What follows belongs to an exercise in optimizing a design on an open flow for small area, a short achievable clock period and few clock cycles per item; a production flow would make more cautious choices.
Function was checked by simulation only, so behaviour that the tests miss may differ from the original.
No activity file was given, so power comes from the tool's default toggle rates.

**flow/run.sh**
```bash
#!/bin/bash
# synth_recipe.tcl (not shown) runs the flow's synth.tcl, then flattens the netlist and writes it again
# the make line also repeats each setting of config.mk as NAME=value (left out here)
make -C /OpenROAD-flow-scripts/flow DESIGN_CONFIG=/design/flow/config.mk WORK_HOME=/design/flow/orfs CLKGATE_MAP_FILE= SYNTH_SCRIPT=/design/flow/synth_recipe.tcl finish
```
**flow/config.mk**
```make
export PLATFORM = sky130hd
export DESIGN_NAME = roberts_cross_gradient
export DESIGN_NICKNAME = roberts_cross_gradient
export VERILOG_FILES = /design/flow/design.v
export SDC_FILE = /design/flow/constraint.sdc
export NUM_CORES = 4
export LEC_CHECK = 0
export CAP_MARGIN = 20
export CORE_MARGIN = 2
export CORE_UTILIZATION = 70
export CTS_CLUSTER_DIAMETER = 80
export CTS_CLUSTER_SIZE = 25
export SETUP_SLACK_MARGIN = 4.0
export SLEW_MARGIN = 20
```
**flow/constraint.sdc**
```tcl
create_clock -name core_clock -period 7.0 [get_ports {clock}]
set_input_delay 1.4000 -clock core_clock [delete_from_list [all_inputs] [get_ports {clock}]]
set_output_delay 1.4000 -clock core_clock [all_outputs]
set_load 0.01 [all_outputs]
```
**flow/design.v**
```verilog
package rcg_pkg;
   localparam int DEF_MAX_WIDTH  = 256;
   localparam int DEF_MAX_HEIGHT = 4096;
   localparam int CSR_WIDTH      = 11;
   localparam logic [CSR_WIDTH-1:0] WIDTH_RESET = 11'd1024;
   localparam int PIX_W  = 8;
   localparam int GRAD_W = 9;
   localparam int ROW_W  = 12;
   localparam int COL_W  = 10;
   localparam int MAG_W  = 13;
   localparam int SQ_W   = 17;
endpackage
module rcg_sumsq (
   input  logic [7:0]  a,
   input  logic [7:0]  b,
   output logic [16:0] r0,
   output logic [16:0] r1,
   output logic [16:0] r2
);
   logic t1, t2, t3, t4, t5, t6, t7, t8, t9, t10, t11, t12;
   logic t13, t14, t15, t16, t17, t18, t19, t20, t21, t22, t23, t24;
   logic t25, t26, t27, t28, t29, t30, t31, t32, t33, t34, t35, t36;
   logic t37, t38, t39, t40, t41, t42, t43, t44, t45, t46, t47, t48;
   logic t49, t50, t51, t52, t53, t54, t55, t56, t57, t58, t59, t60;
   logic t61, t62, t63, t64, t65, t66, t67, t68, t69, t70, t71, t72;
   logic t73, t74;
   assign t1 = (a[0] & a[7]) ^ (a[1] & a[6]);
   assign t2 = (a[0] & a[7]) & (a[1] & a[6]);
   assign t3 = (a[0] & a[5]) ^ (a[1] & a[4]) ^ (a[2] & a[3]);
   assign t4 = ((a[0] & a[5]) & (a[1] & a[4])) | ((a[0] & a[5]) & (a[2] & a[3])) | ((a[1] & a[4]) & (a[2] & a[3]));
   assign t5 = (a[0] & a[6]) ^ (a[1] & a[5]);
   assign t6 = (a[0] & a[6]) & (a[1] & a[5]);
   assign t7 = t1 ^ (a[2] & a[5]) ^ (a[3] & a[4]);
   assign t8 = (t1 & (a[2] & a[5])) | (t1 & (a[3] & a[4])) | ((a[2] & a[5]) & (a[3] & a[4]));
   assign t9 = a[4] ^ (b[0] & b[7]) ^ (b[1] & b[6]);
   assign t10 = (a[4] & (b[0] & b[7])) | (a[4] & (b[1] & b[6])) | ((b[0] & b[7]) & (b[1] & b[6]));
   assign t11 = t2 ^ (a[1] & a[7]) ^ (a[2] & a[6]);
   assign t12 = (t2 & (a[1] & a[7])) | (t2 & (a[2] & a[6])) | ((a[1] & a[7]) & (a[2] & a[6]));
   assign t13 = (a[3] & a[5]) ^ (b[1] & b[7]);
   assign t14 = (a[3] & a[5]) & (b[1] & b[7]);
   assign t15 = (a[2] & a[7]) ^ (a[3] & a[6]) ^ (a[4] & a[5]);
   assign t16 = ((a[2] & a[7]) & (a[3] & a[6])) | ((a[2] & a[7]) & (a[4] & a[5])) | ((a[3] & a[6]) & (a[4] & a[5]));
   assign t17 = a[5] ^ (b[2] & b[7]) ^ (b[3] & b[6]);
   assign t18 = (a[5] & (b[2] & b[7])) | (a[5] & (b[3] & b[6])) | ((b[2] & b[7]) & (b[3] & b[6]));
   assign t19 = (a[0] & a[3]) ^ (a[1] & a[2]) ^ a[2];
   assign t20 = ((a[0] & a[3]) & (a[1] & a[2])) | ((a[0] & a[3]) & a[2]) | ((a[1] & a[2]) & a[2]);
   assign t21 = (a[0] & a[4]) ^ (a[1] & a[3]);
   assign t22 = (a[0] & a[4]) & (a[1] & a[3]);
   assign t23 = t3 ^ a[3] ^ (b[0] & b[5]);
   assign t24 = (t3 & a[3]) | (t3 & (b[0] & b[5])) | (a[3] & (b[0] & b[5]));
   assign t25 = (b[1] & b[4]) ^ (b[2] & b[3]);
   assign t26 = (b[1] & b[4]) & (b[2] & b[3]);
   assign t27 = t4 ^ t5 ^ (a[2] & a[4]);
   assign t28 = (t4 & t5) | (t4 & (a[2] & a[4])) | (t5 & (a[2] & a[4]));
   assign t29 = (b[0] & b[6]) ^ (b[1] & b[5]) ^ (b[2] & b[4]);
   assign t30 = ((b[0] & b[6]) & (b[1] & b[5])) | ((b[0] & b[6]) & (b[2] & b[4])) | ((b[1] & b[5]) & (b[2] & b[4]));
   assign t31 = t6 ^ t7 ^ t9;
   assign t32 = (t6 & t7) | (t6 & t9) | (t7 & t9);
   assign t33 = (b[2] & b[5]) ^ (b[3] & b[4]) ^ b[4];
   assign t34 = ((b[2] & b[5]) & (b[3] & b[4])) | ((b[2] & b[5]) & b[4]) | ((b[3] & b[4]) & b[4]);
   assign t35 = t8 ^ t10 ^ t11;
   assign t36 = (t8 & t10) | (t8 & t11) | (t10 & t11);
   assign t37 = t13 ^ (b[2] & b[6]) ^ (b[3] & b[5]);
   assign t38 = (t13 & (b[2] & b[6])) | (t13 & (b[3] & b[5])) | ((b[2] & b[6]) & (b[3] & b[5]));
   assign t39 = t12 ^ t14 ^ t15;
   assign t40 = (t12 & t14) | (t12 & t15) | (t14 & t15);
   assign t41 = t17 ^ (b[4] & b[5]) ^ b[5];
   assign t42 = (t17 & (b[4] & b[5])) | (t17 & b[5]) | ((b[4] & b[5]) & b[5]);
   assign t43 = t16 ^ t18 ^ (a[3] & a[7]);
   assign t44 = (t16 & t18) | (t16 & (a[3] & a[7])) | (t18 & (a[3] & a[7]));
   assign t45 = (a[4] & a[6]) ^ (b[3] & b[7]) ^ (b[4] & b[6]);
   assign t46 = ((a[4] & a[6]) & (b[3] & b[7])) | ((a[4] & a[6]) & (b[4] & b[6])) | ((b[3] & b[7]) & (b[4] & b[6]));
   assign t47 = (a[4] & a[7]) ^ (a[5] & a[6]) ^ a[6];
   assign t48 = ((a[4] & a[7]) & (a[5] & a[6])) | ((a[4] & a[7]) & a[6]) | ((a[5] & a[6]) & a[6]);
   assign t49 = (b[4] & b[7]) ^ (b[5] & b[6]) ^ b[6];
   assign t50 = ((b[4] & b[7]) & (b[5] & b[6])) | ((b[4] & b[7]) & b[6]) | ((b[5] & b[6]) & b[6]);
   assign t51 = (a[0] & a[1]) ^ a[1];
   assign t52 = (a[0] & a[1]) & a[1];
   assign t53 = t19 ^ (b[0] & b[3]);
   assign t54 = t19 & (b[0] & b[3]);
   assign t55 = t20 ^ t21 ^ (b[0] & b[4]);
   assign t56 = (t20 & t21) | (t20 & (b[0] & b[4])) | (t21 & (b[0] & b[4]));
   assign t57 = t22 ^ t23 ^ t25;
   assign t58 = (t22 & t23) | (t22 & t25) | (t23 & t25);
   assign t59 = t24 ^ t26 ^ t27;
   assign t60 = (t24 & t26) | (t24 & t27) | (t26 & t27);
   assign t61 = t28 ^ t30 ^ t31;
   assign t62 = (t28 & t30) | (t28 & t31) | (t30 & t31);
   assign t63 = t32 ^ t34 ^ t35;
   assign t64 = (t32 & t34) | (t32 & t35) | (t34 & t35);
   assign t65 = t36 ^ t38 ^ t39;
   assign t66 = (t36 & t38) | (t36 & t39) | (t38 & t39);
   assign t67 = t40 ^ t42 ^ t43;
   assign t68 = (t40 & t42) | (t40 & t43) | (t42 & t43);
   assign t69 = t44 ^ t46 ^ t47;
   assign t70 = (t44 & t46) | (t44 & t47) | (t46 & t47);
   assign t71 = t48 ^ t50 ^ (a[5] & a[7]);
   assign t72 = (t48 & t50) | (t48 & (a[5] & a[7])) | (t50 & (a[5] & a[7]));
   assign t73 = (a[6] & a[7]) ^ a[7] ^ (b[6] & b[7]);
   assign t74 = ((a[6] & a[7]) & a[7]) | ((a[6] & a[7]) & (b[6] & b[7])) | (a[7] & (b[6] & b[7]));
   assign r0 = {1'b0, t74, t72, t70, t68, t66, t64, t62, t60, t58, t56, t54, t53, t52, t51, 1'b0, a[0]};
   assign r1 = {1'b0, 1'b0, t73, t71, t69, t67, t65, t63, t61, t59, t57, t55, (b[1] & b[2]), (a[0] & a[2]), (b[0] & b[1]), 1'b0, b[0]};
   assign r2 = {1'b0, 1'b0, b[7], (b[5] & b[7]), t49, t45, t41, t37, t33, t29, b[3], (b[1] & b[3]), b[2], (b[0] & b[2]), b[1], 1'b0, 1'b0};
endmodule
module rcg_sqrt_step
#(
   parameter int J = 1
)(
   input  logic [J-1:0]              rem_in,
   input  logic [(J > 1 ? J-1 : 1)-1:0] root_in,
   input  logic [1:0]                pair,
   output logic [J:0]                rem_out,
   output logic [J-1:0]              root_out
);
   logic [J+1:0] r2, tr;
   logic [J+2:0] d;
   logic         ge;
   assign r2 = {rem_in, pair};
   if (J == 1) begin : g_first
      assign tr       = (J+2)'(1);
      assign root_out = ge;
   end else begin : g_next
      assign tr       = {1'b0, root_in, 2'b01};
      assign root_out = {root_in, ge};
   end
   assign d       = {1'b0, r2} - {1'b0, tr};
   assign ge      = ~d[J+2];
   assign rem_out = ge ? d[J:0] : r2[J:0];
endmodule
import rcg_pkg::*;
module roberts_cross_gradient
#(
   parameter int MAX_WIDTH  = rcg_pkg::DEF_MAX_WIDTH,
   parameter int MAX_HEIGHT = rcg_pkg::DEF_MAX_HEIGHT
)(
   input  logic                     clock,
   input  logic                     reset,
   input  logic                     csr_wr_en,
   input  logic [rcg_pkg::CSR_WIDTH-1:0]     csr_wr_data,
   input  logic                     req_valid,
   output logic                     req_ready,
   input  logic [rcg_pkg::PIX_W-1:0]         req_pixel,
   input  logic                     req_start_of_frame,
   output logic                     rsp_valid,
   input  logic                     rsp_ready,
   output logic [rcg_pkg::ROW_W-1:0]         rsp_out_row,
   output logic [rcg_pkg::COL_W-1:0]         rsp_out_col,
   output logic signed [rcg_pkg::GRAD_W-1:0] rsp_diag_grad,
   output logic signed [rcg_pkg::GRAD_W-1:0] rsp_anti_grad,
   output logic [rcg_pkg::MAG_W-1:0]         rsp_magnitude,
   output logic                     rsp_last
);
   localparam int CW = $clog2(MAX_WIDTH);       
   localparam int RW = $clog2(MAX_HEIGHT);      
   localparam logic [13:0] CUT = 14'b11_1111_1111_1100;
   localparam int NST = 15;   
   logic adv;    
   logic adv_d;  
   logic            rdy_ff, sk_v, sk_sof;
   logic [7:0]      sk_p;
   logic            a_v, a_z, a_c0;
   logic [7:0]      a_p;
   logic [CW-1:0]   a_col;
   logic            origin;
   logic [CW:0]     ncol;          
   logic [CW:0]     weff;          
   logic            acc, a_free, src_v, src_sof, ent_z, wrap;
   logic [7:0]      src_p;
   logic [CW-1:0]   ent_col;
   logic [CW:0]     wr_clamp;
   assign req_ready = rdy_ff;
   assign acc     = req_valid & rdy_ff;
   assign a_free  = ~a_v | adv;
   assign src_v   = sk_v | acc;
   assign src_p   = sk_v ? sk_p : req_pixel;
   assign src_sof = sk_v ? sk_sof : req_start_of_frame;
   assign wrap    = ncol >= weff;
   assign ent_z   = src_sof | origin;
   assign ent_col = (ent_z | wrap) ? '0 : ncol[CW-1:0];
   always_comb begin
      if (csr_wr_data < CSR_WIDTH'(2))              wr_clamp = (CW+1)'(2);
      else if (csr_wr_data > CSR_WIDTH'(MAX_WIDTH)) wr_clamp = (CW+1)'(MAX_WIDTH);
      else                                          wr_clamp = csr_wr_data[CW:0];
   end
   always_ff @(posedge clock) begin
      if (reset) begin
         rdy_ff <= 1'b1;
         sk_v   <= 1'b0;
         a_v    <= 1'b0;
         origin <= 1'b1;
         ncol   <= '0;
         weff   <= (CW+1)'(MAX_WIDTH);
      end else begin
         if (csr_wr_en) weff <= wr_clamp;
         if (a_free) begin
            a_v    <= src_v;
            sk_v   <= 1'b0;
            rdy_ff <= 1'b1;
            if (src_v) begin
               origin <= 1'b0;
               ncol   <= (ent_z | wrap) ? (CW+1)'(1) : ncol + (CW+1)'(1);
            end
         end else if (acc) begin
            sk_v   <= 1'b1;
            rdy_ff <= 1'b0;
         end
      end
   end
   always_ff @(posedge clock) begin
      if (~a_free & acc) begin
         sk_p   <= req_pixel;
         sk_sof <= req_start_of_frame;
      end
      if (a_free) begin
         a_p   <= src_p;
         a_z   <= ent_z;
         a_col <= ent_col;
         a_c0  <= (ent_col == '0);
      end
   end
   logic [7:0]      line_mem [MAX_WIDTH];
   logic            b_v, b_z, b_c0;
   logic [7:0]      b_p;
   logic [7:0]      b_pq [2];
   logic [15:0]     b_lq [4];
   logic [3:0]      b_g;
   logic [7:0]      grp [16];
   logic [7:0]      b_rq [4];
   always_comb begin
      for (int g = 0; g < 16; g++) begin
         grp[g] = '0;
         for (int k = 0; k < 16; k++) grp[g] |= line_mem[16*g+k] & {8{b_lq[g/4][k]}};
      end
      for (int q = 0; q < 4; q++) begin
         b_rq[q] = '0;
         for (int g = 4*q; g < 4*q+4; g++) b_rq[q] |= grp[g] & {8{b_g[g%4]}};
      end
      b_p = b_pq[0] | b_pq[1];
   end
   logic            wr_ff;
   always_ff @(posedge clock) begin
      if (reset) wr_ff <= 1'b0;
      else       wr_ff <= adv_d & (adv ? a_v : b_v);
   end
   always_ff @(posedge clock) begin
      if (reset) begin
         b_v <= 1'b0;
         b_g <= '0;
      end else if (adv) begin
         b_v <= a_v;
         b_g <= a_v ? 4'(1) << a_col[5:4] : '0;
      end
   end
   always_ff @(posedge clock) begin
      if (adv) begin
         for (int q = 0; q < 4; q++) begin
            b_lq[q] <= (a_col[7:6] == 2'(q)) ? 16'(1) << a_col[3:0] : '0;
         end
         for (int h = 0; h < 2; h++) b_pq[h] <= (a_col[7] == 1'(h)) ? a_p : '0;
         b_z  <= a_z;
         b_c0 <= a_c0;
      end
      for (int i = 0; i < MAX_WIDTH; i++)
         if (wr_ff & b_g[(i/16)%4] & b_lq[i/64][i%16]) line_mem[i] <= b_pq[i/128];
   end
   logic            c_v, c_z, c_c0;
   logic [7:0]      c_p, c_u, lp, ulp;
   logic [7:0]      c_uq [4];
   logic [3:0]      c_qs;          
   logic            c_ge;          
   assign c_u  = c_uq[0] | c_uq[1] | c_uq[2] | c_uq[3];
   assign c_ge = (c_qs[0] & (c_uq[0] >= lp)) | (c_qs[1] & (c_uq[1] >= lp)) |
                 (c_qs[2] & (c_uq[2] >= lp)) | (c_qs[3] & (c_uq[3] >= lp));
   always_ff @(posedge clock) begin
      if (reset) c_v <= 1'b0;
      else if (adv) c_v <= b_v;
   end
   always_ff @(posedge clock) begin
      if (adv) begin
         c_p  <= b_p;
         for (int q = 0; q < 4; q++) begin
            c_uq[q] <= b_rq[q];
            c_qs[q] <= |b_lq[q];
         end
         c_z  <= b_z;
         c_c0 <= b_c0;
      end
      if (adv & c_v) begin
         lp  <= c_p;
         ulp <= c_u;
      end
   end
   logic                     p_v  [NST];
   logic                     p_z  [NST];
   logic                     p_c0 [NST];
   logic [GRAD_W-1:0]        p_x  [NST];
   logic [GRAD_W-1:0]        p_y  [NST];
   logic [7:0]               d_ax, d_ay;
   assign d_ax = p_x[0][7:0];
   assign d_ay = p_y[0][7:0];
   logic [16:0]              sq_r0, sq_r1, sq_r2, e_r0, e_r1, e_r2;
   logic [SQ_W-1:0]          e_s;
   rcg_sumsq u_sumsq (
      .a  (d_ax),
      .b  (d_ay),
      .r0 (sq_r0),
      .r1 (sq_r1),
      .r2 (sq_r2)
   );
   always_ff @(posedge clock) begin
      if (reset) begin
         for (int k = 0; k < NST; k++) p_v[k] <= 1'b0;
      end else if (adv) begin
         p_v[0] <= c_v;
         for (int k = 1; k < NST; k++) p_v[k] <= p_v[k-1];
      end
   end
   always_ff @(posedge clock) begin
      if (adv) begin
         p_z[0]  <= c_z;
         p_c0[0] <= c_c0;
         p_x[0]  <= (ulp >= c_p) ? {1'b0, ulp - c_p} : {1'b1, c_p - ulp};
         p_y[0]  <= c_ge ? {1'b0, c_u - lp} : {1'b1, lp - c_u};
         for (int k = 1; k < NST; k++) begin
            p_z[k]  <= p_z[k-1];
            p_c0[k] <= p_c0[k-1];
            p_x[k]  <= p_x[k-1];
            p_y[k]  <= p_y[k-1];
         end
         e_r0 <= sq_r0;
         e_r1 <= sq_r1;
         e_r2 <= sq_r2;
         e_s  <= SQ_W'(e_r0 + e_r1 + e_r2);
      end
   end
   logic [15:0] rem_c  [15];
   logic [13:0] root_c [15];
   logic [15:0] rem_q  [15];
   logic [13:0] root_q [15];
   logic [SQ_W-1:0] s_q [15];
   logic [SQ_W-1:0] s_at [15];    
   assign rem_c[0]  = '0;
   assign root_c[0] = '0;
   assign s_at[0]   = e_s;
   for (genvar j = 1; j <= 14; j++) begin : g_step
      logic [15:0] rin;
      logic [13:0] oin;
      logic [SQ_W-1:0] sin;
      logic [1:0]  pair;
      logic [j:0]  rout;
      logic [j-1:0] oout;
      if (j > 1 && CUT[j-2]) begin : g_reg
         assign rin = rem_q[j-1];
         assign oin = root_q[j-1];
         assign sin = s_q[j-1];
      end else begin : g_comb
         assign rin = rem_c[j-1];
         assign oin = root_c[j-1];
         assign sin = s_at[j-1];
      end
      assign s_at[j] = sin;
      if (14 - j >= 5) begin : g_pair
         localparam int LO = 2 * (14 - j - 5);
         if (LO + 1 < SQ_W) begin : g_two
            assign pair = sin[LO+1:LO];
         end else begin : g_one
            assign pair = {1'b0, sin[LO]};
         end
      end else begin : g_zero
         assign pair = 2'b00;
      end
      rcg_sqrt_step #(.J(j)) u_step (
         .rem_in   (rin[j-1:0]),
         .root_in  (oin[(j > 1 ? j-1 : 1)-1:0]),
         .pair     (pair),
         .rem_out  (rout),
         .root_out (oout)
      );
      assign rem_c[j]  = 16'(rout);
      assign root_c[j] = 14'(oout);
      if (CUT[j-1]) begin : g_cut
         always_ff @(posedge clock) begin
            if (adv) begin
               rem_q[j]  <= rem_c[j];
               root_q[j] <= root_c[j];
               s_q[j]    <= sin;
            end
         end
      end
   end
   localparam int LS = NST - 1;
   logic [RW-1:0]   rr;
   logic [CW-1:0]   rc;
   logic [RW-1:0]   pos_r, rr_inc;
   logic [CW-1:0]   pos_c;
   logic            l_v, r1, c1, has_res;
   logic [12:0]     mag;
   assign l_v     = p_v[LS];
   assign rr_inc  = (rr == RW'(MAX_HEIGHT - 1)) ? rr : rr + RW'(1);
   assign pos_r   = p_z[LS] ? '0 : p_c0[LS] ? rr_inc : rr;
   assign pos_c   = (p_z[LS] | p_c0[LS]) ? '0 : rc + CW'(1);
   assign r1      = ~p_z[LS] & (p_c0[LS] ? (rr == '0) : (rr == RW'(1)));
   assign c1      = ~p_z[LS] & ~p_c0[LS] & (rc == '0);
   assign has_res = ~p_z[LS] & ~p_c0[LS] & (rr != '0);
   assign mag     = 13'((15'(root_q[14]) + 15'(1)) >> 1);
   always_ff @(posedge clock) begin
      if (adv & l_v) begin
         rr <= pos_r;
         rc <= pos_c;
      end
   end
   logic            o_v, o_last, o_c1;
   logic [1:0]      o_kind;
   logic [RW-1:0]   o_row;
   logic [CW-1:0]   o_col;
   logic signed [GRAD_W-1:0] o_diag, o_anti;
   logic [12:0]     o_mag;
   logic            o_en, o_more, o_take, l_res, adv_ff;
   logic            k_v, f_last, f_c1, k_last, k_c1;
   logic [1:0]      f_kind, k_kind;
   logic [RW-1:0]   f_row, k_row;
   logic [CW-1:0]   f_col, k_col;
   logic signed [GRAD_W-1:0] f_diag, f_anti, k_diag, k_anti;
   logic [12:0]     k_mag;
   assign adv    = adv_ff;
   assign l_res  = adv & l_v & has_res;
   assign o_more = o_v & ~o_last;
   assign o_en   = ~o_v | rsp_ready;
   assign o_take = o_en & ~o_more;           
   assign adv_d  = k_v ? o_take : ~(l_res & ~o_take);
   logic signed [GRAD_W-1:0] lx_pos, lx_neg, ly_pos, ly_neg;
   always_comb begin
      lx_pos = p_x[LS][8] ? -$signed({1'b0, p_x[LS][7:0]}) : $signed({1'b0, p_x[LS][7:0]});
      lx_neg = p_x[LS][8] ? $signed({1'b0, p_x[LS][7:0]}) : -$signed({1'b0, p_x[LS][7:0]});
      ly_pos = p_y[LS][8] ? -$signed({1'b0, p_y[LS][7:0]}) : $signed({1'b0, p_y[LS][7:0]});
      ly_neg = p_y[LS][8] ? $signed({1'b0, p_y[LS][7:0]}) : -$signed({1'b0, p_y[LS][7:0]});
      f_c1  = c1;
      f_row = r1 ? '0 : pos_r;
      f_col = c1 ? '0 : pos_c;
      if (r1) begin
         f_kind = c1 ? 2'd0 : 2'd1;
         f_diag = c1 ? lx_neg : ly_neg;
         f_anti = c1 ? ly_neg : lx_neg;
         f_last = 1'b0;
      end else begin
         f_kind = c1 ? 2'd2 : 2'd3;
         f_diag = c1 ? ly_pos : lx_pos;
         f_anti = c1 ? lx_pos : ly_pos;
         f_last = ~c1;
      end
   end
   always_ff @(posedge clock) begin
      if (reset) begin
         o_v    <= 1'b0;
         k_v    <= 1'b0;
         adv_ff <= 1'b1;
      end else begin
         if (o_en) o_v <= o_more | k_v | l_res;
         k_v    <= ~adv_d;
         adv_ff <= adv_d;
      end
   end
   always_ff @(posedge clock) begin
      if (~k_v & l_res & ~o_take) begin
         k_kind <= f_kind;
         k_c1   <= f_c1;
         k_row  <= f_row;
         k_col  <= f_col;
         k_diag <= f_diag;
         k_anti <= f_anti;
         k_mag  <= mag;
         k_last <= f_last;
      end
   end
   always_ff @(posedge clock) begin
      if (o_en) begin
         if (o_more) begin
            unique case (o_kind)
               2'd0: begin    
                  o_kind <= 2'd1;
                  o_col  <= CW'(1);
                  o_diag <= o_anti;
                  o_anti <= o_diag;
                  o_last <= 1'b0;
               end
               2'd1: begin    
                  o_kind <= o_c1 ? 2'd2 : 2'd3;
                  o_row  <= RW'(1);
                  if (o_c1) o_col <= '0;
                  o_diag <= o_c1 ? -o_diag : -o_anti;
                  o_anti <= o_c1 ? -o_anti : -o_diag;
                  o_last <= ~o_c1;
               end
               default: begin    
                  o_kind <= 2'd3;
                  o_col  <= CW'(1);
                  o_diag <= o_anti;
                  o_anti <= o_diag;
                  o_last <= 1'b1;
               end
            endcase
         end else if (k_v) begin
            o_kind <= k_kind;
            o_c1   <= k_c1;
            o_row  <= k_row;
            o_col  <= k_col;
            o_diag <= k_diag;
            o_anti <= k_anti;
            o_mag  <= k_mag;
            o_last <= k_last;
         end else begin
            o_kind <= f_kind;
            o_c1   <= f_c1;
            o_row  <= f_row;
            o_col  <= f_col;
            o_diag <= f_diag;
            o_anti <= f_anti;
            o_mag  <= mag;
            o_last <= f_last;
         end
      end
   end
   assign rsp_valid     = o_v;
   assign rsp_out_row   = o_row;
   assign rsp_out_col   = COL_W'(o_col);
   assign rsp_diag_grad = o_diag;
   assign rsp_anti_grad = o_anti;
   assign rsp_magnitude = o_mag;
   assign rsp_last      = o_last;
endmodule
```
==> qor.yml, run 1 <==
power_and_ir_drop:
  irDropWorstVdd_v: 0.0002831
  totalPowerFinal_mw: 36.27
  powerDensity_nw_per_um2: 292.3
  power.leakage_nw: 43.26
logic_synthesis:
  syn_inst: 6959
  synth-seq-cells: 2988
  synth.distinct_cells: 85
  synth-xor-area-share_pct: 1.117
  async_flop_share_pct: 0
  yosys.area.top_type_share_pct: 75.79
  synth_top_family_by_area: "compound AO/OA/AOI/OAI gates"
  synth_mux_area_share_pct: 1.359
  synth_area_leaders: "edfxtp_1 (76%), a221oi_1 (2.7%), a22o_1 (2.6%)"
  synth_edf_count: 2941
  syn_avg_cell_area_um2: 16.75
  ys_warn_count: 18
  synthAdderAreaFrac_pct: 2.970
  ys_seq_area_share_pct: 76.59
  synth_area_um2: 116500
  synth_top_area_cell: "edfxtp_1"
  yosys.area_share.simple_pct: 5.824
  synth_ff_type: "edfxtp_1"
  synth_compound_area_share_pct: 10.02
global_route:
  grt_usage_pct: 30.72
  antenna_found_initial: 5
  grt_pass1_wl_um: 388300
  grt_start_max_net_pins: 190
  grt_overflow: 0
  first_global_vias: 61828
critical_path:
  cp_slowest_stage_delay_ps: 410
  rrSetupSlack_ps: 4070
  critical_path_arrival_ps: 1540
  cp-start-kind: "register"
  path_buf_inv: 1
  critPathTopFamily: "flip-flops"
  cp_slowest_cell: "edfxtp_1"
  critPathKind: "reg -> out"
  critPathMaxFanout: 2
  endpoint_kind: "primary output"
  worstPathCellList: "dlygate4sd2_1"
  critPathRequiredTime_ps: 5600
placement:
  port-buffer-count: 78
  hpwl_um: 152200
  routabilityCongestion: 0.8439
floorplan:
  dieArea_um2: 169800
  die_h_um: 412.0
  core-area_um2: 165200
  ios: 81
  die_w_um: 412.0
  rows: 149
  start_util_pct: 70.55
timing:
  setup_violations: 0
  slew_viol_final: 0
  tightestPinTransition_ps: 1088
  skew_ps: 31.88
  holdWs_ps: 412.0
  hold_viol_final: 0
  fin_crit_ps: 2940
  fmax_ghz: 0.3401
  rsz0062_at_grt: "yes"
  final.period_utilization_pct: 42.00
  relSlewSlack_pct: 27.45
route:
  first_iter_violations: 7909
  first_pass_iters: 6
  postRouteAntennaNets: 0
  finalWirelength_um: 260200
  vias_per_cell: 6.938
  vias: 63763
  drc: 0
  wl_per_cell_um: 28.31
clock_network:
  clock_sinks: 2988
  cts_tree: "yes"
  hold_buffers: 0
  clk_pin_slew_ps: 100
  h-tree-depth: 4
  cts_buffers: 140
  clockBufferDepth: 3
  cts_root_buf: "clkbuf_16"
  clk_latency_ps: 830
cells_and_area:
  multiInputGateArea_um2: 25110
  seqCellArea_um2: 89270
  insertedDiodeCount: 0
  drive_gt1_share_pct: 6.869
  synthToLayoutAreaGrowth_pct: 6.502
  layout_common_cells: "edfxtp_1 (2941), a22oi_1 (358), a221oi_1 (354), a22o_1 (352), and3_1 (265)"
  nFillCells: 9744
  final_common_cell: "edfxtp_1"
  final_nets: 7216
flow_run:
  max-cap-violations: 0
worst_hold_path:
  hold_path.class: "reg -> reg"
status:
  run_status: "finished clean"
## sequential cells by signal (all words and copies together) (netlist names), 13 cells and up
register,cells
p_y,135
e_r0,14
p_z,15
p_v,15
k_mag,13
line_mem,2048
g_step.sin,40
e_s,17
root_q,102
e_r1,13
p_x,135
rem_q,95
o_mag,13
p_c0,15
c_uq,32
b_lq,64
b_pq,16
## final cells by class
class / instances / share of cell area, %
Multi-Input combinational cell: 3332 / 20.23
Clock buffer: 183 / 3.081
Inverter: 235 / 0.7158
Sequential cell: 2988 / 71.93
Timing Repair Buffer: 245 / 1.692
Clock inverter: 19 / 0.1391
Tap cell: 2189 / 2.207
## kinds of logic (layout without fill, tap and decap cells)
kind of cell,after synthesis,count (layout)
compound gates,1525,1525
xor+xnor,147,147
fa+ha+maj,249,249
buf+inv,640,682
flops,2988,2988
mux,149,149
other cells,1,2
simple gates,1260,1260
## report_power, final
group / switching [mW] / internal (mW)
registers: 0.599 / 21.1
clock network: 5.25 / 3.90
logic: 2.84 / 2.63
## through the flow
stage	utilization, %	TNS [ps]	setup WS, ps	instance area [um2]	cells
2_1_floorplan	-	-80720	-1228	116700	6960
3_3_place_gp	72.35	0	3323	119500	8941
3_5_place_dp	72.37	0	3285	119500	8942
4_1_cts	74.93	0	4004	123800	9173
5_1_grt	75.14	0	3934	124100	9191
6_report	75.14	0	4060	124100	9191
## cells in the mapped netlist, types with 64 or more instances
| master | instances |
|---|---|
| inv_1 | 233 |
| and3_1 | 265 |
| and2_1 | 64 |
| a21oi_1 | 142 |
| mux2_2 | 70 |
| a22oi_1 | 358 |
| nor2_1 | 258 |
| xnor2_1 | 99 |
| nand3_1 | 187 |
| ha_1 | 203 |
| a22o_1 | 352 |
| nand2_1 | 128 |
| nand4_1 | 116 |
| clkbuf_1 | 333 |
| edfxtp_1 | 2941 |
| a221oi_1 | 356 |
| o21ai_0 | 148 |
| mux2i_1 | 78 |
## what timing repair did
action / in CTS / in global routing
buffers inserted: 29 / 13
endpoints found under the setup margin: 80 / 45
gates resized for setup: 80 / 34
pin swaps: 4 / 18
cloned: 0 / 1
## path summary, 6_finish.rpt
path	start	endpoint	cells past startpoint
max	o_last	rsp_last	1
min	g_step[6].sin[0]	g_step[7].sin[0]	0
max reg2reg	b_lq[0][8]	c_uq[0][1]	6
min reg2reg	g_step[6].sin[0]	g_step[7].sin[0]	0
## layer usage
metal / global-route usage (%) / share of wire (%) / vias up
li1: - / - / 27694
met1: 44.21 / 39 / 32328
met2: 49.75 / 49 / 3289
met3: 4.669 / 9.1 / 450
met4: 9.017 / 2.9 / 2
met5: 0 / 0.0050 / -
Testbench counts, summed over its fixed seeds: cycles 20,259, items 17,628.
==> run 2: changes to the inputs <==
--- a/flow/config.mk
+++ b/flow/config.mk
@@ -10,3 +10,3 @@
 export CORE_UTILIZATION = 70
-export CTS_CLUSTER_DIAMETER = 80
+export CTS_CLUSTER_DIAMETER = 100
 export CTS_CLUSTER_SIZE = 25
==> run 2 against run 1 <==
Effect of this change: worst hold slack better by 5.1 ps; sequential power hardly changed; critical path depth unchanged; fmax rose by 0.14%; design area decreased by 0.16%; clock power is 2.2% lower; wire length about the same; register-to-register slack gained 20 ps; combinational power hardly changed; synthesized area stayed put; highest routed layer unchanged.
==> qor.yml, run 2 <==
logic_synthesis:
  synth.distinct_cells: 85  # unchanged
  synth_top_area_cell: "edfxtp_1"
  async_flop_share_pct: 0  # unchanged
  synth_ff_type: "edfxtp_1"
  syn_avg_cell_area_um2: 16.75  # unchanged
  yosys.area.top_type_share_pct: 75.79  # unchanged
  synth_area_um2: 116500  # unchanged
  ys_seq_area_share_pct: 76.59  # unchanged
  ys_warn_count: 18  # unchanged
  synth_edf_count: 2941  # unchanged
  synth_common_cells: "edfxtp_1 (2941), a22oi_1 (358), a221oi_1 (356), a22o_1 (352), clkbuf_1 (333)"
  synth_area_leaders: "edfxtp_1 (76%), a221oi_1 (2.7%), a22o_1 (2.6%)"
  synth.most_common_cell: "edfxtp_1"
  synth-seq-cells: 2988  # unchanged
  syn_inst: 6959  # unchanged
placement:
  placedInstanceArea_um2: 119500  # unchanged
  hpwl_um: 152200  # unchanged
  routabilityCongestion: 0.8439  # unchanged
  port-buffer-count: 78  # unchanged
  place_ws_ps: 3285  # unchanged
  dpl.cell_count: 8942  # unchanged
clock_network:
  cts_buffers: 137  # -2.1%
  h-tree-depth: 4  # unchanged
  clk_pin_slew_ps: 100  # about the same
  cts_tree: "yes"
  clk_latency_ps: 830  # about the same
  clock_sinks: 2988  # unchanged
  hold_buffers: 0  # unchanged
  clockBufferDepth: 3  # unchanged
  cts_root_buf: "clkbuf_16"
critical_path:
  cp_slowest_cell: "edfxtp_1"
  critPathMaxFanout: 2  # unchanged
  cp-start-kind: "register"
  critical_path_arrival_ps: 1540  # about the same
  worstPathCellList: "clkdlybuf4s15_1"
  endpoint_kind: "primary output"
  path_buf_inv: 1  # unchanged
  critPathKind: "reg -> out"
  critPathTopFamily: "flip-flops"
  critPathRequiredTime_ps: 5600  # about the same
  cp_slowest_stage_delay_ps: 450  # +40 ps
timing:
  final.period_utilization_pct: 41.95  # -0.057 points
  fin_crit_ps: 2936  # -4.010 ps
  slew_viol_final: 0  # unchanged
  fmax_ghz: 0.3406  # +0.14%
  hold_viol_final: 0  # unchanged
  rsz0062_at_grt: "yes"
  skew_ps: 30.57  # -1.307 ps
  relSlewSlack_pct: 27.68  # +0.23 points
  worst_slack_ps: 4064  # +4.010 ps
  tightestPinTransition_ps: 1085  # -3.421 ps
  setup_violations: 0  # unchanged
floorplan:
  ios: 81  # unchanged
  start_util_pct: 70.55  # unchanged
  die_h_um: 412.0  # unchanged
  rows: 149  # unchanged
  core-area_um2: 165200  # unchanged
  die_w_um: 412.0  # unchanged
  dieArea_um2: 169800  # unchanged
global_route:
  grt_overflow: 0  # unchanged
  grt_usage_pct: 30.63  # -0.095 points
  grt_start_max_net_pins: 190  # unchanged
  antenna_found_initial: 8  # +3
  grt_pass1_wl_um: 387500  # -0.19%
  first_global_vias: 61816  # -0.019%
power_and_ir_drop:
  irDropWorstVdd_v: 0.0002642  # -6.7%
  powerDensity_nw_per_um2: 290.8  # -0.52%
  totalPowerFinal_mw: 36.03  # -0.68%
  power.leakage_nw: 43.15  # -0.25%
cells_and_area:
  drive_gt1_share_pct: 6.731  # -0.14 points
  largest_reg_flops: 2048  # unchanged
  stdcell_area_um2: 123900  # -0.16%
  reg.largest.list: "line_mem (2048), p_x (135), p_y (135)"
  final_nets: 7214  # -0.028%
  insertedDiodeCount: 0  # unchanged
  layout_common_cells: "edfxtp_1 (2941), a22oi_1 (358), a221oi_1 (354), a22o_1 (352), and3_1 (265)"
  multiInputGateArea_um2: 25090  # about the same
  top_register: "line_mem"
  utilization_pct: 75.02  # -0.12 points
  synthToLayoutAreaGrowth_pct: 6.333
  final_common_cell: "edfxtp_1"
  fin_cells: 9186  # -0.054%
  nFillCells: 9770  # +0.27%
  seqCellArea_um2: 89270  # unchanged
route:
  wl_met3_um: 23030  # -2.3%
  vias: 63680  # -0.13%
  first_iter_violations: 7972  # +0.80%
  drc: 0  # unchanged
  first_pass_iters: 6  # unchanged
  wl_per_cell_um: 28.29  # about the same
  wl_met2_um: 126300  # -0.23%
  vias_per_cell: 6.932  # about the same
  finalWirelength_um: 259900  # about the same
  met1Wirelength_um: 103100  # +0.66%
  postRouteAntennaNets: 0  # unchanged
  top_layer_used: "met5"
worst_hold_path:
  hold_path.class: "reg -> reg"
flow_run:
  max-cap-violations: 0  # unchanged
status:
  run_status: "finished clean"
-- run 2: cell counts after synthesis --
Identical to the previous run, type by type.
-- run 2: stage by stage --
stage               TNS, ps  hold slack (ps)
finish                    0            417.1
global route              0            426.8
CTS                       0            416.5
detailed placement        0            404.5
global placement          0            400.5
floorplan            -80720            400.3
-- run 2: final timing paths --
path	to	cells after the start	start	slack (ps)
worst min-delay path	p_x[14][3]	0	p_x[13][3]	420
worst max-delay path	rsp_anti_grad[6]	1	o_anti[6]	4060
worst min register to register	p_x[14][3]	0	p_x[13][3]	420
worst max register to register	p_y[0][7]	8	c_uq[0][1]	4090
-- run 2: report_power, final --
group          internal [mW]  switching (mW)  leakage, nW
registers               21.1           0.598         28.4
logic                   2.60            2.83         12.9
clock network           3.74            5.19         1.84
total                   27.4            8.62         43.2
-- run 2: layer usage --
metal / GRT usage, % / up-vias
met5: 0 / -
met4: 8.935 / 2
met3: 4.516 / 446
met2: 49.56 / 3310
met1: 44.23 / 32234
li1: - / 27688
-- run 2: layout make-up --
class | count | area share, %
Multi-Input combinational cell | 3332 | 20.25
Clock buffer | 186 | 2.984
Clock inverter | 10 | 0.08886
Sequential cell | 2988 | 72.05
Inverter | 235 | 0.7169
Tap cell | 2189 | 2.210
Timing Repair Buffer | 246 | 1.705
-- run 2: what timing repair did --
item,in CTS,in global routing
gates resized for setup,81,28
pin swaps,4,16
buffers inserted,30,13
cloned,0,1
setup endpoints to repair,81,46
-- run 2: cell families (layout without fill, tap and decap cells) --
group | after synthesis | after routing | synth area share (%)
AO/OA/AOI/OAI | 1525 | 1525 | 10.02
XOR/XNOR | 147 | 147 | 1.117
adder cells (fa/ha/maj) | 249 | 249 | 2.970
buffers and inverters | 640 | 677 | 2.112
flip-flops | 2988 | 2988 | 76.59
multiplexers | 149 | 149 | 1.359
other | 1 | 2 | 0.003218
AND/OR/NAND/NOR | 1260 | 1260 | 5.824
==> run 3: changes to the inputs <==
--- a/flow/design.v
+++ b/flow/design.v
@@ -157,3 +157,2 @@
    logic adv;    
-   logic adv_d;  
    logic            rdy_ff, sk_v, sk_sof;
@@ -223,3 +222,3 @@
    logic [7:0]      b_p;
-   logic [7:0]      b_pq [2];
+   logic [7:0]      b_pq [4];
    logic [15:0]     b_lq [4];
@@ -237,8 +236,3 @@
       end
-      b_p = b_pq[0] | b_pq[1];
-   end
-   logic            wr_ff;
-   always_ff @(posedge clock) begin
-      if (reset) wr_ff <= 1'b0;
-      else       wr_ff <= adv_d & (adv ? a_v : b_v);
+      b_p = b_pq[0] | b_pq[1] | b_pq[2] | b_pq[3];
    end
@@ -256,5 +250,5 @@
          for (int q = 0; q < 4; q++) begin
+            b_pq[q] <= (a_col[7:6] == 2'(q)) ? a_p : '0;
             b_lq[q] <= (a_col[7:6] == 2'(q)) ? 16'(1) << a_col[3:0] : '0;
          end
-         for (int h = 0; h < 2; h++) b_pq[h] <= (a_col[7] == 1'(h)) ? a_p : '0;
          b_z  <= a_z;
@@ -263,3 +257,3 @@
       for (int i = 0; i < MAX_WIDTH; i++)
-         if (wr_ff & b_g[(i/16)%4] & b_lq[i/64][i%16]) line_mem[i] <= b_pq[i/128];
+         if (adv & b_g[(i/16)%4] & b_lq[i/64][i%16]) line_mem[i] <= b_pq[i/64];
    end
@@ -268,7 +262,3 @@
    logic [7:0]      c_uq [4];
-   logic [3:0]      c_qs;          
-   logic            c_ge;          
-   assign c_u  = c_uq[0] | c_uq[1] | c_uq[2] | c_uq[3];
-   assign c_ge = (c_qs[0] & (c_uq[0] >= lp)) | (c_qs[1] & (c_uq[1] >= lp)) |
-                 (c_qs[2] & (c_uq[2] >= lp)) | (c_qs[3] & (c_uq[3] >= lp));
+   assign c_u = c_uq[0] | c_uq[1] | c_uq[2] | c_uq[3];
    always_ff @(posedge clock) begin
@@ -280,6 +270,3 @@
          c_p  <= b_p;
-         for (int q = 0; q < 4; q++) begin
-            c_uq[q] <= b_rq[q];
-            c_qs[q] <= |b_lq[q];
-         end
+         for (int q = 0; q < 4; q++) c_uq[q] <= b_rq[q];
          c_z  <= b_z;
@@ -322,3 +309,3 @@
          p_x[0]  <= (ulp >= c_p) ? {1'b0, ulp - c_p} : {1'b1, c_p - ulp};
-         p_y[0]  <= c_ge ? {1'b0, c_u - lp} : {1'b1, lp - c_u};
+         p_y[0]  <= (c_u >= lp) ? {1'b0, c_u - lp} : {1'b1, lp - c_u};
          for (int k = 1; k < NST; k++) begin
@@ -429,3 +416,2 @@
    assign o_take = o_en & ~o_more;           
-   assign adv_d  = k_v ? o_take : ~(l_res & ~o_take);
    logic signed [GRAD_W-1:0] lx_pos, lx_neg, ly_pos, ly_neg;
@@ -458,4 +444,9 @@
          if (o_en) o_v <= o_more | k_v | l_res;
-         k_v    <= ~adv_d;
-         adv_ff <= adv_d;
+         if (k_v) begin
+            k_v    <= ~o_take;
+            adv_ff <= o_take;
+         end else begin
+            k_v    <= l_res & ~o_take;
+            adv_ff <= ~(l_res & ~o_take);
+         end
       end
--- a/flow/config.mk
+++ b/flow/config.mk
@@ -9,5 +9,3 @@
 export CORE_MARGIN = 2
-export CORE_UTILIZATION = 70
-export CTS_CLUSTER_DIAMETER = 100
-export CTS_CLUSTER_SIZE = 25
+export CORE_UTILIZATION = 80
 export SETUP_SLACK_MARGIN = 4.0
==> run 3 against run 2 <==
Effect of this change: largest cell class unchanged; critical path type is now reg -> reg; critical endpoint is now p_y[0][6]; sequential share of layout area down 2.3 points; design area grew 3.7%; combinational power grew 0.7%; wire length increased by 10%; fmax down 7.8%.
==> qor.yml, run 3 <==
cells_and_area:
  synthToLayoutAreaGrowth_pct: 10.66
  final_common_cell: "edfxtp_1"
  largest_reg_flops: 2048  # unchanged
  reg.largest.list: "line_mem (2048), p_x (135), p_y (135)"
  fin_cells: 9135  # -0.56%
  layout_common_cells: "edfxtp_1 (2953), a221oi_1 (359), a22oi_1 (355), a22o_1 (352), clkbuf_16 (302)"
  nFillCells: 5005  # -49%
  top_register: "line_mem"
  drive_gt1_share_pct: 10.14  # +3.4 points
  final_nets: 7265  # +0.71%
  stdcell_area_um2: 128500  # +3.7%
  utilization_pct: 89.35  # +14 points
critical_path:
  rr_worst_depth: 13  # +5
  worstPathCellList: "or4_4 > inv_2 > ha_4 > inv_2 > fa_2 > a21o_1 > a21oi_4 > a31oi_4 > a21oi_4 > buf_4 > mux2_2 > o21ai_2 > xor2_1"
  crit_end: "p_y[0][6]"
  cp-start-kind: "register"
  rrSetupSlack_ps: 3820  # -270 ps
  endpoint_kind: "register"
  critPathMaxFanout: 4  # +2
  r2r_start: "c_uq[3][0]"
  cp_slowest_cell: "or4_4"
  critPathKind: "reg -> reg"
  cp_slowest_stage_delay_ps: 550  # +100 ps
  setup.worst_path.start: "c_uq[3][0]"
  critPathRequiredTime_ps: 7730  # +2130 ps
  critical_path_arrival_ps: 3910  # +2370 ps
  r2r-end: "p_y[0][6]"
clock_network:
  clk_pin_slew_ps: 70  # -30 ps
  hold_buffers: 0  # unchanged
  clk_latency_ps: 930  # +100 ps
  clockBufferDepth: 4  # +1
  cts_root_buf: "clkbuf_16"
  clock_sinks: 2999  # +0.37%
  h-tree-depth: 5  # +1
  cts_buffers: 295  # +120%
  cts_tree: "yes"
floorplan:
  rows: 139  # -6.7%
  die_w_um: 385  # -6.6%
  ios: 81  # unchanged
  die_h_um: 385  # -6.6%
  start_util_pct: 80.74  # +10 points
  dieArea_um2: 148200  # -13%
  core-area_um2: 143800  # -13%
placement:
  port-buffer-count: 78  # unchanged
  placedInstanceArea_um2: 118800  # -0.62%
  dpl.cell_count: 8572  # -4.1%
  routabilityCongestion: 0.8737  # +3.5%
  hpwl_um: 151600  # -0.38%
timing:
  fmax_ghz: 0.3142  # -7.8%
  rsz0062_at_grt: "yes"
  slew_viol_final: 0  # unchanged
  relSlewSlack_pct: 20.14  # -7.5 points
  fin_crit_ps: 3183  # +246.8 ps
  holdWs_ps: 403.7  # -13.44 ps
  hold_viol_final: 0  # unchanged
  setup_violations: 0  # unchanged
  tightestPinTransition_ps: 1198  # +113.0 ps
  final.period_utilization_pct: 45.47  # +3.5 points
  skew_ps: 66.88  # +36.31 ps
global_route:
  antenna_found_initial: 9  # +1
  grt_pass1_wl_um: 423100  # +9.2%
  grt_start_max_net_pins: 175  # -7.9%
  grt_overflow: 0  # unchanged
  grt_usage_pct: 38.82  # +8.2 points
  first_global_vias: 68354  # +11%
route:
  vias: 68032  # +6.8%
  first_pass_iters: 7  # +1
  wl_per_cell_um: 31.29  # +11%
  postRouteAntennaNets: 0  # unchanged
  first_iter_violations: 10794  # +35%
  vias_per_cell: 7.447  # +7.4%
  drc: 0  # unchanged
  finalWirelength_um: 285900  # +10%
logic_synthesis:
  synth_area_leaders: "edfxtp_1 (76%), a221oi_1 (2.7%), a22o_1 (2.7%)"
  synth-seq-cells: 2999  # +0.37%
  synth_top_area_cell: "edfxtp_1"
  ys_warn_count: 18  # unchanged
  ys_seq_area_share_pct: 77.15  # +0.56 points
  synth_edf_count: 2953  # +0.41%
  yosys.area.top_type_share_pct: 76.36  # +0.57 points
  syn_avg_cell_area_um2: 16.91  # +1.0%
  synth_area_um2: 116100  # -0.34%
  synth.most_common_cell: "edfxtp_1"
  synth_ff_type: "edfxtp_1"
  synth.distinct_cells: 77  # -9.4%
  async_flop_share_pct: 0  # unchanged
  syn_inst: 6866  # -1.3%
  synth_common_cells: "edfxtp_1 (2953), a221oi_1 (361), a22oi_1 (356), a22o_1 (352), clkbuf_1 (348)"
worst_hold_path:
  hold_path.class: "reg -> reg"
flow_run:
  max-cap-violations: 0  # unchanged
power_and_ir_drop:
  powerDensity_nw_per_um2: 329.8  # +13%
  irDropWorstVdd_v: 0.0003324  # +26%
  totalPowerFinal_mw: 42.38  # +18%
  power.leakage_nw: 47.61  # +10%
status:
  run_status: "finished clean"
[run 3: changes by cell type after synthesis, moves of 12 or more]
cell,before,now
o21ai_0,148,124
buf_1,60,40
clkbuf_1,333,348
and2_1,64,80
nor4_1,26,6
nand2_1,128,112
ha_1,203,172
and3_1,265,279
edfxtp_1,2941,2953
[run 3: power breakdown]
part | leakage (nW) | total (mW) | switching (mW) | internal, mW
registers | 30.8 | 21.8 | 0.638 | 21.1
logic | 12.4 | 5.47 | 2.89 | 2.58
clock network | 4.39 | 15.1 | 6.52 | 8.62
[run 3: how the worst min path moves through the flow]
stage | start | depth (start not counted) | slack (ps) | endpoint
after detailed placement | g_step[5].sin[5] | 0 | 400 | g_step[6].sin[5]
after global routing | p_y[6][8] | 0 | 410 | p_y[7][8]
after floorplan | a_c0 | 0 | 400 | b_c0
final | p_y[6][8] | 0 | 400 | p_y[7][8]
after global placement | p_y[5][1] | 0 | 400 | p_y[6][1]
after CTS | p_y[6][8] | 0 | 400 | p_y[7][8]
[run 3: layout make-up]
class	count	area [um2]	share of cell area [%]
repair buffers	256	2165	1.684
clock inverters	141	1172	0.9123
inverters	233	880.8	0.6854
well taps	1903	2381	1.853
flip-flops and latches	2999	89620	69.73
multi-input cells	3237	24460	19.03
diodes	2	5.005	0.003894
clock buffers	364	7830	6.093
[run 3: logic make-up (layout without fill, tap and decap cells)]
family                     after synthesis  after routing  synth area share (%)
and+or+nand+nor                       1204           1204                 5.575
muxes                                  156            156                 1.431
DFF                                   2999           2999                 77.15
buffers and inverters                  631            994                 2.064
adders and majority gates              218            218                 2.646
xor gates and xnor gates               149            149                 1.124
other                                    1              4              0.003229
AOI/OAI and AO/OA                     1508           1508                 10.00
[run 3: per-layer routing]
| metal | vias up | GRT usage, % | share of wire [%] |
|---|---|---|---|
| met3 | 1159 | 8.586 | 13 |
| met4 | 12 | 18.48 | 5.3 |
| met5 | - | 0 | 0.024 |
| li1 | 27854 | - | - |
| met2 | 6008 | 62.34 | 49 |
| met1 | 32999 | 51.65 | 33 |
[run 3: through the flow]
step / setup TNS, ps / worst slack [ps]
final: 0 / 3817
after global routing: 0 / 3713
after CTS: 0 / 3888
after detailed placement: 0 / 2269
after global placement: 0 / 2345
after floorplan: -49230 / -895.1
[run 3: critical path, delay by kind of cell (launching register included)]
kind	cells	cell delay [ps]
multiplexers	1	350
flip-flops	1	370
buffers and inverters	3	250
adder cells (fa/ha/maj)	2	470
XOR/XNOR	1	190
AO/OA/AOI/OAI	5	820
AND/OR/NAND/NOR	1	550
[run 3: repair_timing]
| action | CTS | global route |
|---|---|---|
| resized for setup | 98 | 43 |
| buffers inserted | 35 | 21 |
| setup endpoints to repair | 881 | 91 |
| pin swaps | 5 | 5 |
| hold endpoints to repair | 0 | 0 |
Testbench counts of run 3, summed over its fixed seeds: cycles 20,259, items 17,628.
==> run 4: changes to the inputs <==
--- a/flow/config.mk
+++ b/flow/config.mk
@@ -9,3 +9,3 @@
 export CORE_MARGIN = 2
-export CORE_UTILIZATION = 80
+export CORE_UTILIZATION = 70
 export SETUP_SLACK_MARGIN = 4.0
==> run 4 against run 3 <==
Effect of this change: sequential power about the same; still clean on timing, DRC and antenna; critical endpoint unchanged; fmax increased by 1.5%; worst setup slack improved by 48 ps; total power decreased by 0.23%; critical path depth unchanged; register-to-register slack improved by 50 ps; die area increased by 14%; design area increased by 0.45%; non-clock buffer count decreased by 1.
==> qor.yml, run 4 <==
critical_path:
  cp_slowest_stage_delay_ps: 570  # +20 ps
  cp-start-kind: "register"
  worstPathCellList: "or4_4 > inv_4 > ha_4 > inv_2 > fa_2 > a21o_1 > a21oi_4 > a31oi_4 > a21oi_4 > buf_6 > mux2_4 > o21ai_2 > xor2_1"
  critPathMaxFanout: 4  # unchanged
  path_buf_inv: 3  # unchanged
  critPathRequiredTime_ps: 7650  # -80 ps
  critPathTopFamily: "compound AO/OA/AOI/OAI gates"
  endpoint_kind: "register"
  critPathKind: "reg -> reg"
  critical_path_arrival_ps: 3790  # -120 ps
  r2r-end: "p_y[0][6]"
  cp_slowest_cell: "or4_4"
  cp_common_cell: "a21oi_4"
  rrSetupSlack_ps: 3860  # +50 ps
  rr_worst_depth: 13  # unchanged
  r2r_start: "c_uq[3][0]"
placement:
  hpwl_um: 152800  # +0.78%
  port-buffer-count: 78  # unchanged
  routabilityCongestion: 0.8654  # -0.95%
  place_ws_ps: 2216  # -52.91 ps
clock_network:
  cts_root_buf: "clkbuf_16"
  clock_sinks: 2999  # unchanged
  cts_buffers: 307  # +4.1%
  clockBufferDepth: 4  # unchanged
  clk_pin_slew_ps: 60  # about the same
  h-tree-depth: 5  # unchanged
  cts_tree: "yes"
  clk_latency_ps: 930  # about the same
  hold_buffers: 0  # unchanged
cells_and_area:
  synthToLayoutAreaGrowth_pct: 11.17
  top_register: "line_mem"
  final_common_cell: "edfxtp_1"
  largest_reg_flops: 2048  # unchanged
  seqCellArea_um2: 89610  # about the same
  reg.largest.list: "line_mem (2048), p_x (135), p_y (135)"
  nFillCells: 8976  # +79%
  multiInputGateArea_um2: 24440  # about the same
  layout_common_cells: "edfxtp_1 (2953), a221oi_1 (359), a22oi_1 (356), a22o_1 (352), clkbuf_16 (313)"
  final_nets: 7277  # +0.17%
  drive_gt1_share_pct: 10.51  # +0.38 points
  utilization_pct: 78.33  # -11 points
route:
  vias: 64494  # -5.2%
  finalWirelength_um: 266600  # -6.7%
  wl_per_cell_um: 28.25  # -9.7%
  first_iter_violations: 8056  # -25%
  first_pass_iters: 8  # +1
  vias_per_cell: 6.834  # -8.2%
  drc: 0  # unchanged
  postRouteAntennaNets: 0  # unchanged
timing:
  fmax_ghz: 0.3189  # +1.5%
  holdWs_ps: 399.0  # -4.697 ps
  slew_viol_final: 0  # unchanged
  skew_ps: 37.59  # -29.29 ps
  rsz0062_at_grt: "yes"
  fin_crit_ps: 3136  # -47.62 ps
  hold_viol_final: 0  # unchanged
  setup_violations: 0  # unchanged
  relSlewSlack_pct: 30.48  # +10 points
  final.period_utilization_pct: 44.79  # -0.68 points
  worst_slack_ps: 3864  # +47.62 ps
  tightestPinTransition_ps: 1043  # -155.1 ps
power_and_ir_drop:
  irDropWorstVdd_v: 0.0003481  # +4.7%
  power.leakage_nw: 47.73  # +0.26%
  powerDensity_nw_per_um2: 327.5  # -0.68%
status:
  run_status: "finished clean"
logic_synthesis:
  syn_inst: 6866  # unchanged
  synth_common_cells: "edfxtp_1 (2953), a221oi_1 (361), a22oi_1 (356), a22o_1 (352), clkbuf_1 (348)"
  ys_seq_area_share_pct: 77.15  # unchanged
  synth_top_area_cell: "edfxtp_1"
  synth-seq-cells: 2999  # unchanged
  synth.most_common_cell: "edfxtp_1"
  async_flop_share_pct: 0  # unchanged
  ys_warn_count: 18  # unchanged
  syn_avg_cell_area_um2: 16.91  # unchanged
  synth_edf_count: 2953  # unchanged
  synth.distinct_cells: 77  # unchanged
  synth_area_leaders: "edfxtp_1 (76%), a221oi_1 (2.7%), a22o_1 (2.7%)"
  synth_area_um2: 116100  # unchanged
  yosys.area.top_type_share_pct: 76.36  # unchanged
  synth_ff_type: "edfxtp_1"
global_route:
  grt_pass1_wl_um: 398200  # -5.9%
  grt_overflow: 0  # unchanged
  grt_usage_pct: 31.70  # -7.1 points
  antenna_found_initial: 8  # -1
  grt_start_max_net_pins: 159  # -9.1%
  first_global_vias: 63684  # -6.8%
floorplan:
  die_h_um: 411.3  # +6.8%
  ios: 81  # unchanged
  die_w_um: 411.3  # +6.8%
  dieArea_um2: 169200  # +14%
  start_util_pct: 70.47  # -10 points
  rows: 149  # +7.2%
  core-area_um2: 164800  # +15%
worst_hold_path:
  whs_endpoint: "p_y[2][8]"
  min_from: "p_y[1][8]"
  min_delay_path_depth: 0  # unchanged
  hold_path.class: "reg -> reg"
flow_run:
  max-cap-violations: 0  # unchanged
run 4: cell counts after synthesis:
No cell type changed its count.
run 4: what timing repair did:
action                     CTS  global route
resized for setup          162            40
setup buffers               33            19
setup endpoints to repair  682           142
gates cloned                 1             0
pin swaps                    5             9
run 4: final cells by class:
class                   count  area share, %
flip-flops and latches   2999          69.42
multi-input cells        3238          18.93
clock buffers             380          6.301
well taps                2189          2.122
repair buffers            255          1.586
clock inverters           142         0.9547
inverters                 233         0.6843
diodes                      1       0.001938
run 4: worst max path at each step:
| stage | endpoint | slack (ps) | cells after the start | startpoint |
|---|---|---|---|---|
| detailed placement | ncol[5] | 2220 | 8 | req_start_of_frame |
| finish | p_y[0][6] | 3860 | 13 | c_uq[3][0] |
| CTS | p_y[0][5] | 3890 | 13 | c_uq[0][0] |
| global route | p_y[0][5] | 3730 | 13 | c_uq[0][0] |
| global placement | ncol[5] | 2280 | 8 | req_start_of_frame |
| floorplan | k_anti[0] | -900 | 5 | adv_ff |
run 4: logic make-up (layout without fill, tap and decap cells):
| kind of cell | after synthesis | after routing | synth area share [%] |
|---|---|---|---|
| AOI/OAI and AO/OA | 1508 | 1508 | 10.00 |
| xor gates and xnor gates | 149 | 149 | 1.124 |
| adders and majority gates | 218 | 218 | 2.646 |
| buffers and inverters | 631 | 1010 | 2.064 |
| DFF | 2999 | 2999 | 77.15 |
| muxes | 156 | 156 | 1.431 |
| other | 1 | 3 | 0.003229 |
| and+or+nand+nor | 1204 | 1205 | 5.575 |
run 4: stage by stage:
| step | setup TNS, ps | std cells | power [mW] | cell area, um2 |
|---|---|---|---|---|
| floorplan | -49230 | 6867 | 25.83 | 116200 |
| global placement | 0 | 8861 | 26.80 | 119100 |
| detailed placement | 0 | 8861 | 27.08 | 119100 |
| CTS | 0 | 9417 | 42.38 | 128800 |
| global route | 0 | 9436 | 43.89 | 129100 |
| finish | 0 | 9437 | 42.28 | 129100 |
run 4: routing by layer:
layer	vias to the layer above	share of wire [%]	global-route usage [%]
met4	8	4.3	13.19
met1	32247	38	43.65
met2	3628	49	51.53
li1	27923	-	-
met3	688	9.3	4.865
met5	-	0.023	0
run 4: power by group:
group          total [mW]  internal (mW)  switching [mW]
sequential           21.7           21.1           0.578
clock                15.4           9.04            6.40
combinational        5.15           2.52            2.63
total                42.3           32.7            9.61

[afterwards: timing with drivers on the ports]
The results above use ideal ports. As a check the final layouts listed here were re-extracted and re-timed, cells and wires unchanged. Step 1 (the two cells are an assumption about what drives the block):
set clk [get_ports {clock}]
set_driving_cell -lib_cell sky130_fd_sc_hd__clkbuf_16 $clk
set_driving_cell -lib_cell sky130_fd_sc_hd__buf_2 [delete_from_list [all_inputs] $clk]
Step 2 adds t to the input delays and takes it off the output delays; t is the mean of the earliest and latest rising clock arrival at the registers after step 1. Input paths then give back, and output paths get back, about the clock's delay inside the block. Three values: no drivers, after step 1, after step 2; two values: the first two.
run	t, ns	setup slack, ns	worst data-port slew with drivers (ns)
run 1	0.909	4.060 / 3.970 / 3.287	0.04
run 2	0.908	4.064 / 3.972 / 3.285	0.04
run 3	0.987	3.817 / 3.817 / 3.132	0.07
run 4	0.993	3.864 / 3.864 / 3.289	0.05
After both steps setup and hold are still met in every run listed. The setup slack of run 2, which loses most, moves by -0.092 ns with the drivers and by -0.779 ns with both steps.
